Source: an optimization exercise on an open RTL-to-GDS flow (aim: a short achievable clock period and few clock cycles per item). Production flows keep margins and buffers that such runs may drop. Only simulation tests tie the RTL to the original design; equivalence was not proved.

==> run C <==
==> flow/design.v <==
package iirt_pkg;
  localparam int unsigned NCOEF = 7;
  typedef logic signed [15:0] sample_t;
  typedef logic signed [17:0] coef_t;
  typedef logic signed [21:0] mult_t;    
  typedef logic [17*22-1:0]   mtab_t;    
  typedef logic signed [41:0] acc_t;
  typedef logic signed [39:0] dly_t;
  localparam coef_t B0_RESET = 18'sd16384;
  localparam dly_t  DW_MAX   = {1'b0, {39{1'b1}}};
  localparam dly_t  DW_MIN   = {1'b1, {39{1'b0}}};
  localparam acc_t  RND_HALF = 42'sd8192;
  typedef enum logic [2:0] {
    REG_B0,
    REG_B1,
    REG_B2,
    REG_B3,
    REG_A1,
    REG_A2,
    REG_A3
  } reg_idx_e;
  function automatic mult_t pick17(input mtab_t m, input logic [4:0] w);
    case (w)
      5'd0: pick17 = m[176 +: 22];
      5'd1: pick17 = m[198 +: 22];
      5'd2: pick17 = m[198 +: 22];
      5'd3: pick17 = m[220 +: 22];
      5'd4: pick17 = m[220 +: 22];
      5'd5: pick17 = m[242 +: 22];
      5'd6: pick17 = m[242 +: 22];
      5'd7: pick17 = m[264 +: 22];
      5'd8: pick17 = m[264 +: 22];
      5'd9: pick17 = m[286 +: 22];
      5'd10: pick17 = m[286 +: 22];
      5'd11: pick17 = m[308 +: 22];
      5'd12: pick17 = m[308 +: 22];
      5'd13: pick17 = m[330 +: 22];
      5'd14: pick17 = m[330 +: 22];
      5'd15: pick17 = m[352 +: 22];
      5'd16: pick17 = m[0 +: 22];
      5'd17: pick17 = m[22 +: 22];
      5'd18: pick17 = m[22 +: 22];
      5'd19: pick17 = m[44 +: 22];
      5'd20: pick17 = m[44 +: 22];
      5'd21: pick17 = m[66 +: 22];
      5'd22: pick17 = m[66 +: 22];
      5'd23: pick17 = m[88 +: 22];
      5'd24: pick17 = m[88 +: 22];
      5'd25: pick17 = m[110 +: 22];
      5'd26: pick17 = m[110 +: 22];
      5'd27: pick17 = m[132 +: 22];
      5'd28: pick17 = m[132 +: 22];
      5'd29: pick17 = m[154 +: 22];
      5'd30: pick17 = m[154 +: 22];
      5'd31: pick17 = m[176 +: 22];
      default: pick17 = '0;
    endcase
  endfunction
  function automatic mult_t tab(input mtab_t m, input int d);
    tab = m[22*(d+8) +: 22];
  endfunction
  function automatic logic [83:0] csa(input acc_t a, input acc_t b, input acc_t c);
    acc_t s, k;
    s = a ^ b ^ c;
    k = ((a & b) | (a & c) | (b & c)) << 1;
    csa = {k, s};
  endfunction
  function automatic acc_t ks_add(input acc_t a, input acc_t b);
    logic [41:0] g, p;
    g = a & b;
    p = a ^ b;
    for (int d = 1; d < 42; d = d * 2) begin
      for (int i = 41; i >= d; i--) begin
        g[i] = g[i] | (p[i] & g[i-d]);
        p[i] = p[i] & p[i-d];
      end
    end
    ks_add = a ^ b ^ {g[40:0], 1'b0};
  endfunction
  function automatic acc_t add6(input acc_t a, input acc_t b, input acc_t c,
                                input acc_t d, input acc_t e, input acc_t f);
    logic [83:0] l1a, l1b, l2, l3;
    l1a = csa(a, b, c);
    l1b = csa(d, e, f);
    l2  = csa(l1a[41:0], l1a[83:42], l1b[41:0]);
    l3  = csa(l2[41:0], l2[83:42], l1b[83:42]);
    add6 = ks_add(l3[41:0], l3[83:42]);
  endfunction
  function automatic logic ovf40(input acc_t v);
    ovf40 = !(v[41:39] == 3'b000 || v[41:39] == 3'b111);
  endfunction
  function automatic logic ovf16(input acc_t v);
    ovf16 = !(v[41:29] == '0 || v[41:29] == '1);
  endfunction
  function automatic acc_t sat40(input acc_t v, input logic ovf);
    if (!ovf) begin
      sat40 = v;
    end else if (v[41]) begin
      sat40 = acc_t'(DW_MIN);
    end else begin
      sat40 = acc_t'(DW_MAX);
    end
  endfunction
endpackage
module iirt_seq #(
  parameter int unsigned DEPTH = 8
) (
  input  logic              clk_i,
  input  logic              rst_ni,
  input  logic              s_tvalid_i,
  output logic              s_tready_o,
  output logic              accept_o,
  output logic              m_tvalid_o,
  input  logic              m_tready_i,
  output iirt_pkg::sample_t m_tdata_o,
  input  logic              y_valid_i,
  input  iirt_pkg::sample_t y_i
);
  localparam int unsigned PW = $clog2(DEPTH);
  iirt_pkg::sample_t mem_q [DEPTH];
  logic [PW-1:0]     wr_q, rd_q;
  logic [PW:0]       fcnt_q, fcnt_d;    
  logic [PW:0]       icnt_q, icnt_d;    
  logic              rdy_q, vld_q;
  logic              pop;
  assign accept_o = s_tvalid_i && rdy_q;
  assign pop      = vld_q && m_tready_i;
  assign fcnt_d   = fcnt_q + (PW+1)'(y_valid_i) - (PW+1)'(pop);
  assign icnt_d   = icnt_q + (PW+1)'(accept_o) - (PW+1)'(pop);
  always_ff @(posedge clk_i or negedge rst_ni) begin
    if (!rst_ni) begin
      wr_q   <= '0;
      rd_q   <= '0;
      fcnt_q <= '0;
      icnt_q <= '0;
      rdy_q  <= 1'b0;
      vld_q  <= 1'b0;
    end else begin
      if (y_valid_i) begin
        wr_q <= wr_q + 1'b1;
      end
      if (pop) begin
        rd_q <= rd_q + 1'b1;
      end
      fcnt_q <= fcnt_d;
      icnt_q <= icnt_d;
      rdy_q  <= (icnt_d < (PW+1)'(DEPTH));
      vld_q  <= (fcnt_d != '0);
    end
  end
  always_ff @(posedge clk_i or negedge rst_ni) begin
    if (!rst_ni) begin
      for (int i = 0; i < DEPTH; i++) begin
        mem_q[i] <= '0;
      end
    end else if (y_valid_i) begin
      mem_q[wr_q] <= y_i;
    end
  end
  assign s_tready_o = rdy_q;
  assign m_tvalid_o = vld_q;
  assign m_tdata_o  = mem_q[rd_q];
endmodule
module iirt_datapath (
  input  logic              clk_i,
  input  logic              rst_ni,
  input  logic              accept_i,
  input  iirt_pkg::sample_t x_i,
  input  logic              cfg_we_i,
  input  logic [2:0]        cfg_idx_i,
  input  iirt_pkg::coef_t   cfg_data_i,
  output logic              y_valid_o,
  output iirt_pkg::sample_t y_o
);
  localparam int unsigned NB = 4;     
  localparam int unsigned NA = 3;     
  iirt_pkg::coef_t   coef_q [iirt_pkg::NCOEF];
  logic              v1_q, v2_q, v3_q, v4_q, v5_q;
  iirt_pkg::sample_t x1_q;
  iirt_pkg::sample_t x2_q;
  iirt_pkg::acc_t    hs3_q, hc3_q, g3_q, r3_q, e3_q;
  iirt_pkg::acc_t    hg4_q, g4_q, r4_q, e4_q;
  iirt_pkg::sample_t yr_q;            
  logic              yo_q, ys_q;      
  iirt_pkg::acc_t    w1_q, w2_q, rp_q, ep_q;
  logic              w1o_q, w2o_q, epo_q;
  iirt_pkg::sample_t yc;              
  iirt_pkg::acc_t    hsum;
  iirt_pkg::acc_t    gsum, rsum, esum, hgsum;
  iirt_pkg::acc_t    sum_y, sum_w1, sum_w2;
  always_ff @(posedge clk_i or negedge rst_ni) begin
    if (!rst_ni) begin
      for (int i = 0; i < iirt_pkg::NCOEF; i++) begin
        coef_q[i] <= (i == int'(iirt_pkg::REG_B0)) ? iirt_pkg::B0_RESET : '0;
      end
    end else if (cfg_we_i && (cfg_idx_i < 3'(iirt_pkg::NCOEF))) begin
      coef_q[cfg_idx_i] <= cfg_data_i;
    end
  end
  always_comb begin
    yc = !yo_q ? yr_q : (ys_q ? 16'sh8000 : 16'sh7fff);
  end
  always_ff @(posedge clk_i or negedge rst_ni) begin
    if (!rst_ni) begin
      v1_q <= 1'b0;
      x1_q <= '0;
      v2_q <= 1'b0;
      x2_q <= '0;
    end else begin
      v1_q <= accept_i;
      if (accept_i) begin
        x1_q <= x_i;
      end
      v2_q <= v1_q;
      if (v1_q) begin
        x2_q <= x1_q;
      end
    end
  end
  always_comb begin
    hsum = iirt_pkg::acc_t'(coef_q[iirt_pkg::REG_B0]) * iirt_pkg::acc_t'(x2_q);
    gsum = iirt_pkg::acc_t'(coef_q[iirt_pkg::REG_B1]) * iirt_pkg::acc_t'(x2_q);
    rsum = iirt_pkg::acc_t'(coef_q[iirt_pkg::REG_B2]) * iirt_pkg::acc_t'(x2_q);
    esum = iirt_pkg::acc_t'(coef_q[iirt_pkg::REG_B3]) * iirt_pkg::acc_t'(x2_q);
  end
  always_ff @(posedge clk_i or negedge rst_ni) begin
    if (!rst_ni) begin
      v3_q  <= 1'b0;
      hs3_q <= '0;
      hc3_q <= '0;
      g3_q  <= '0;
      r3_q  <= '0;
      e3_q  <= '0;
    end else begin
      v3_q <= v2_q;
      if (v2_q) begin
        hs3_q <= hsum;
        hc3_q <= iirt_pkg::RND_HALF;
        g3_q  <= gsum;
        r3_q  <= rsum;
        e3_q  <= esum;
      end
    end
  end
  always_comb begin
    hgsum = (v3_q ? hs3_q + hc3_q : '0) + (v4_q ? g4_q : '0);
  end
  always_ff @(posedge clk_i or negedge rst_ni) begin
    if (!rst_ni) begin
      v4_q  <= 1'b0;
      hg4_q <= '0;
      g4_q  <= '0;
      r4_q  <= '0;
      e4_q  <= '0;
    end else begin
      v4_q  <= v3_q;
      hg4_q <= hgsum;
      if (v3_q) begin
        g4_q <= g3_q;
        r4_q <= r3_q;
        e4_q <= e3_q;
      end
    end
  end
  always_comb begin
    sum_y  = hg4_q + iirt_pkg::sat40(w1_q, w1o_q)
           - iirt_pkg::acc_t'(coef_q[iirt_pkg::REG_A1]) * iirt_pkg::acc_t'(yc);
    sum_w1 = rp_q + iirt_pkg::sat40(w2_q, w2o_q)
           - iirt_pkg::acc_t'(coef_q[iirt_pkg::REG_A2]) * iirt_pkg::acc_t'(yc);
    sum_w2 = iirt_pkg::sat40(ep_q, epo_q)
           - iirt_pkg::acc_t'(coef_q[iirt_pkg::REG_A3]) * iirt_pkg::acc_t'(yc);
  end
  always_ff @(posedge clk_i or negedge rst_ni) begin
    if (!rst_ni) begin
      v5_q  <= 1'b0;
      yr_q  <= '0;
      yo_q  <= 1'b0;
      ys_q  <= 1'b0;
      w1_q  <= '0;
      w1o_q <= 1'b0;
      w2_q  <= '0;
      w2o_q <= 1'b0;
      rp_q  <= '0;
      ep_q  <= '0;
      epo_q <= 1'b0;
    end else begin
      v5_q <= v4_q;
      if (v4_q) begin
        yr_q  <= sum_y[29:14];
        yo_q  <= iirt_pkg::ovf16(sum_y);
        ys_q  <= sum_y[41];
        w1_q  <= sum_w1;
        w1o_q <= iirt_pkg::ovf40(sum_w1);
        w2_q  <= sum_w2;
        w2o_q <= iirt_pkg::ovf40(sum_w2);
        rp_q  <= r4_q;
        ep_q  <= e4_q;
        epo_q <= 1'b0;
      end else begin
        yr_q  <= '0;
        yo_q  <= 1'b0;
        ys_q  <= 1'b0;
        w1_q  <= sum_y;
        w1o_q <= iirt_pkg::ovf40(sum_y);
        w2_q  <= sum_w1;
        w2o_q <= iirt_pkg::ovf40(sum_w1);
        rp_q  <= '0;
        ep_q  <= sum_w2;
        epo_q <= iirt_pkg::ovf40(sum_w2);
      end
    end
  end
  assign y_valid_o = v5_q;
  assign y_o       = !yo_q ? yr_q : (ys_q ? 16'sh8000 : 16'sh7fff);
endmodule
module iir_filter_transposed_df2
#(
  parameter int unsigned TAPS = 4
) (
  input  logic                clk_i,
  input  logic                rst_ni,
  input  logic                s_tvalid_i,
  output logic                s_tready_o,
  input  logic signed [15:0]  s_tdata_i,    
  output logic                m_tvalid_o,
  input  logic                m_tready_i,
  output logic signed [15:0]  m_tdata_o,    
  input  logic                cfg_we_i,
  input  logic [2:0]          cfg_idx_i,
  input  logic signed [17:0]  cfg_data_i
);
  logic              accept;
  logic              y_valid;
  iirt_pkg::sample_t y;
  iirt_seq u_seq (
    .clk_i      (clk_i),
    .rst_ni     (rst_ni),
    .s_tvalid_i (s_tvalid_i),
    .s_tready_o (s_tready_o),
    .accept_o   (accept),
    .m_tvalid_o (m_tvalid_o),
    .m_tready_i (m_tready_i),
    .m_tdata_o  (m_tdata_o),
    .y_valid_i  (y_valid),
    .y_i        (y)
  );
  iirt_datapath u_datapath (
    .clk_i      (clk_i),
    .rst_ni     (rst_ni),
    .accept_i   (accept),
    .x_i        (s_tdata_i),
    .cfg_we_i   (cfg_we_i),
    .cfg_idx_i  (cfg_idx_i),
    .cfg_data_i (cfg_data_i),
    .y_valid_o  (y_valid),
    .y_o        (y)
  );
endmodule
==> flow/run.sh <==
#!/bin/bash
# synth_recipe.tcl (not shown) runs the flow's synth.tcl, then flattens the netlist and writes it again
# the make line also repeats each setting of config.mk as NAME=value (left out here)
make -C /OpenROAD-flow-scripts/flow DESIGN_CONFIG=/design/flow/config.mk WORK_HOME=/design/flow/orfs CLKGATE_MAP_FILE= SYNTH_SCRIPT=/design/flow/synth_recipe.tcl finish
==> flow/config.mk <==
export PLATFORM = sky130hd
export DESIGN_NAME = iir_filter_transposed_df2
export DESIGN_NICKNAME = iir_filter_transposed_df2
export VERILOG_FILES = /design/flow/design.v
export SDC_FILE = /design/flow/constraint.sdc
export NUM_CORES = 4
export LEC_CHECK = 0
export CAP_MARGIN = 20
export CORE_MARGIN = 2
export CORE_UTILIZATION = 40
export PLACE_DENSITY = 0.6
export SETUP_SLACK_MARGIN = 3
export SLEW_MARGIN = 20
==> flow/constraint.sdc <==
create_clock -name core_clock -period 9.0 [get_ports {clk_i}]
set_input_delay 1.8000 -clock core_clock [delete_from_list [all_inputs] [get_ports {clk_i}]]
set_output_delay 1.8000 -clock core_clock [all_outputs]
set_load 0.01 [all_outputs]
==> inputs of run R, as changes to run C <==
--- a/flow/design.v
+++ b/flow/design.v
@@ -199,2 +199,5 @@
   end
+  function automatic logic signed [33:0] prod(input iirt_pkg::coef_t c, input iirt_pkg::sample_t v);
+    prod = c * v;
+  endfunction
   always_comb begin
@@ -220,6 +223,6 @@
   always_comb begin
-    hsum = iirt_pkg::acc_t'(coef_q[iirt_pkg::REG_B0]) * iirt_pkg::acc_t'(x2_q);
-    gsum = iirt_pkg::acc_t'(coef_q[iirt_pkg::REG_B1]) * iirt_pkg::acc_t'(x2_q);
-    rsum = iirt_pkg::acc_t'(coef_q[iirt_pkg::REG_B2]) * iirt_pkg::acc_t'(x2_q);
-    esum = iirt_pkg::acc_t'(coef_q[iirt_pkg::REG_B3]) * iirt_pkg::acc_t'(x2_q);
+    hsum = iirt_pkg::acc_t'(prod(coef_q[iirt_pkg::REG_B0], x2_q));
+    gsum = iirt_pkg::acc_t'(prod(coef_q[iirt_pkg::REG_B1], x2_q));
+    rsum = iirt_pkg::acc_t'(prod(coef_q[iirt_pkg::REG_B2], x2_q));
+    esum = iirt_pkg::acc_t'(prod(coef_q[iirt_pkg::REG_B3], x2_q));
   end
@@ -266,7 +269,7 @@
     sum_y  = hg4_q + iirt_pkg::sat40(w1_q, w1o_q)
-           - iirt_pkg::acc_t'(coef_q[iirt_pkg::REG_A1]) * iirt_pkg::acc_t'(yc);
+           - iirt_pkg::acc_t'(prod(coef_q[iirt_pkg::REG_A1], yc));
     sum_w1 = rp_q + iirt_pkg::sat40(w2_q, w2o_q)
-           - iirt_pkg::acc_t'(coef_q[iirt_pkg::REG_A2]) * iirt_pkg::acc_t'(yc);
+           - iirt_pkg::acc_t'(prod(coef_q[iirt_pkg::REG_A2], yc));
     sum_w2 = iirt_pkg::sat40(ep_q, epo_q)
-           - iirt_pkg::acc_t'(coef_q[iirt_pkg::REG_A3]) * iirt_pkg::acc_t'(yc);
+           - iirt_pkg::acc_t'(prod(coef_q[iirt_pkg::REG_A3], yc));
   end
==> inputs of run G, as changes to run C <==
--- a/flow/design.v
+++ b/flow/design.v
@@ -199,2 +199,5 @@
   end
+  function automatic logic signed [33:0] prod(input iirt_pkg::coef_t c, input iirt_pkg::sample_t v);
+    prod = c * v;
+  endfunction
   always_comb begin
@@ -220,6 +223,6 @@
   always_comb begin
-    hsum = iirt_pkg::acc_t'(coef_q[iirt_pkg::REG_B0]) * iirt_pkg::acc_t'(x2_q);
-    gsum = iirt_pkg::acc_t'(coef_q[iirt_pkg::REG_B1]) * iirt_pkg::acc_t'(x2_q);
-    rsum = iirt_pkg::acc_t'(coef_q[iirt_pkg::REG_B2]) * iirt_pkg::acc_t'(x2_q);
-    esum = iirt_pkg::acc_t'(coef_q[iirt_pkg::REG_B3]) * iirt_pkg::acc_t'(x2_q);
+    hsum = iirt_pkg::acc_t'(prod(coef_q[iirt_pkg::REG_B0], x2_q));
+    gsum = iirt_pkg::acc_t'(prod(coef_q[iirt_pkg::REG_B1], x2_q));
+    rsum = iirt_pkg::acc_t'(prod(coef_q[iirt_pkg::REG_B2], x2_q));
+    esum = iirt_pkg::acc_t'(prod(coef_q[iirt_pkg::REG_B3], x2_q));
   end
@@ -266,7 +269,7 @@
     sum_y  = hg4_q + iirt_pkg::sat40(w1_q, w1o_q)
-           - iirt_pkg::acc_t'(coef_q[iirt_pkg::REG_A1]) * iirt_pkg::acc_t'(yc);
+           - iirt_pkg::acc_t'(prod(coef_q[iirt_pkg::REG_A1], yc));
     sum_w1 = rp_q + iirt_pkg::sat40(w2_q, w2o_q)
-           - iirt_pkg::acc_t'(coef_q[iirt_pkg::REG_A2]) * iirt_pkg::acc_t'(yc);
+           - iirt_pkg::acc_t'(prod(coef_q[iirt_pkg::REG_A2], yc));
     sum_w2 = iirt_pkg::sat40(ep_q, epo_q)
-           - iirt_pkg::acc_t'(coef_q[iirt_pkg::REG_A3]) * iirt_pkg::acc_t'(yc);
+           - iirt_pkg::acc_t'(prod(coef_q[iirt_pkg::REG_A3], yc));
   end
- CORE_UTILIZATION: 40 -> 35
- PLACE_DENSITY: 0.6 -> 0.45
- SETUP_SLACK_MARGIN: 3 -> 5
==> comparison <==
Run R completed without violations. Run G finished with timing, DRC and antenna clean. Run C ran to the end with violations: setup timing.
Hold slack: run C is worse than run R (0.0031 ns).
In run C the first-iteration DRC count is smaller than in run R, by about 4.5%.
The lowest sequential share of layout area belongs to run G, the highest to run C.
Count of clock-buffer cells in the layout, highest first: run G, run R, run C.
Worst setup slack: run C < run R < run G.
In run C the fmax is smaller than in run R, by 23%.
Non-clock buffer count: run C > run G > run R.
Wire length: run C < run R < run G.
Testbench counts of run C, summed over its fixed seeds: cycles 8,192, items 8,000.
Testbench counts of run R, summed over its fixed seeds: cycles 8,192, items 8,000.
Testbench counts of run G, summed over its fixed seeds: cycles 8,192, items 8,000.

-- port drivers added, routing unchanged --
The flow's constraints put no driver on any port. The routed layouts listed below were extracted and timed again, unchanged, in two steps.
Step 1: set_driving_cell puts a clkbuf_16 on clk_i and a buf_2 on each other input, an assumption about the parent block.
Step 2, shift: input delay + t, output delay - t, t = (earliest + latest rising clock arrival at the registers) / 2. This alone moves slack from input paths to output paths.
Three values: ideal, step 1, step 2; two values: the first two.
run | t, ns | slack for setup (ns) | hold slack, ns | clock arrival spread, ns | cell pins on the clock port's net
run C | 0.845 | -1.093 / -1.093 / -1.093 | 0.472 / 0.472 / 0.472 | 0.054 / 0.053 | 1
run R | 0.837 | 1.256 / 1.256 / 1.256 | 0.476 / 0.476 / 0.476 | 0.079 / 0.079 | 1
run G | 0.917 | 1.346 / 1.346 / 1.346 | 0.455 / 0.455 / 0.455 | 0.100 / 0.100 | 1
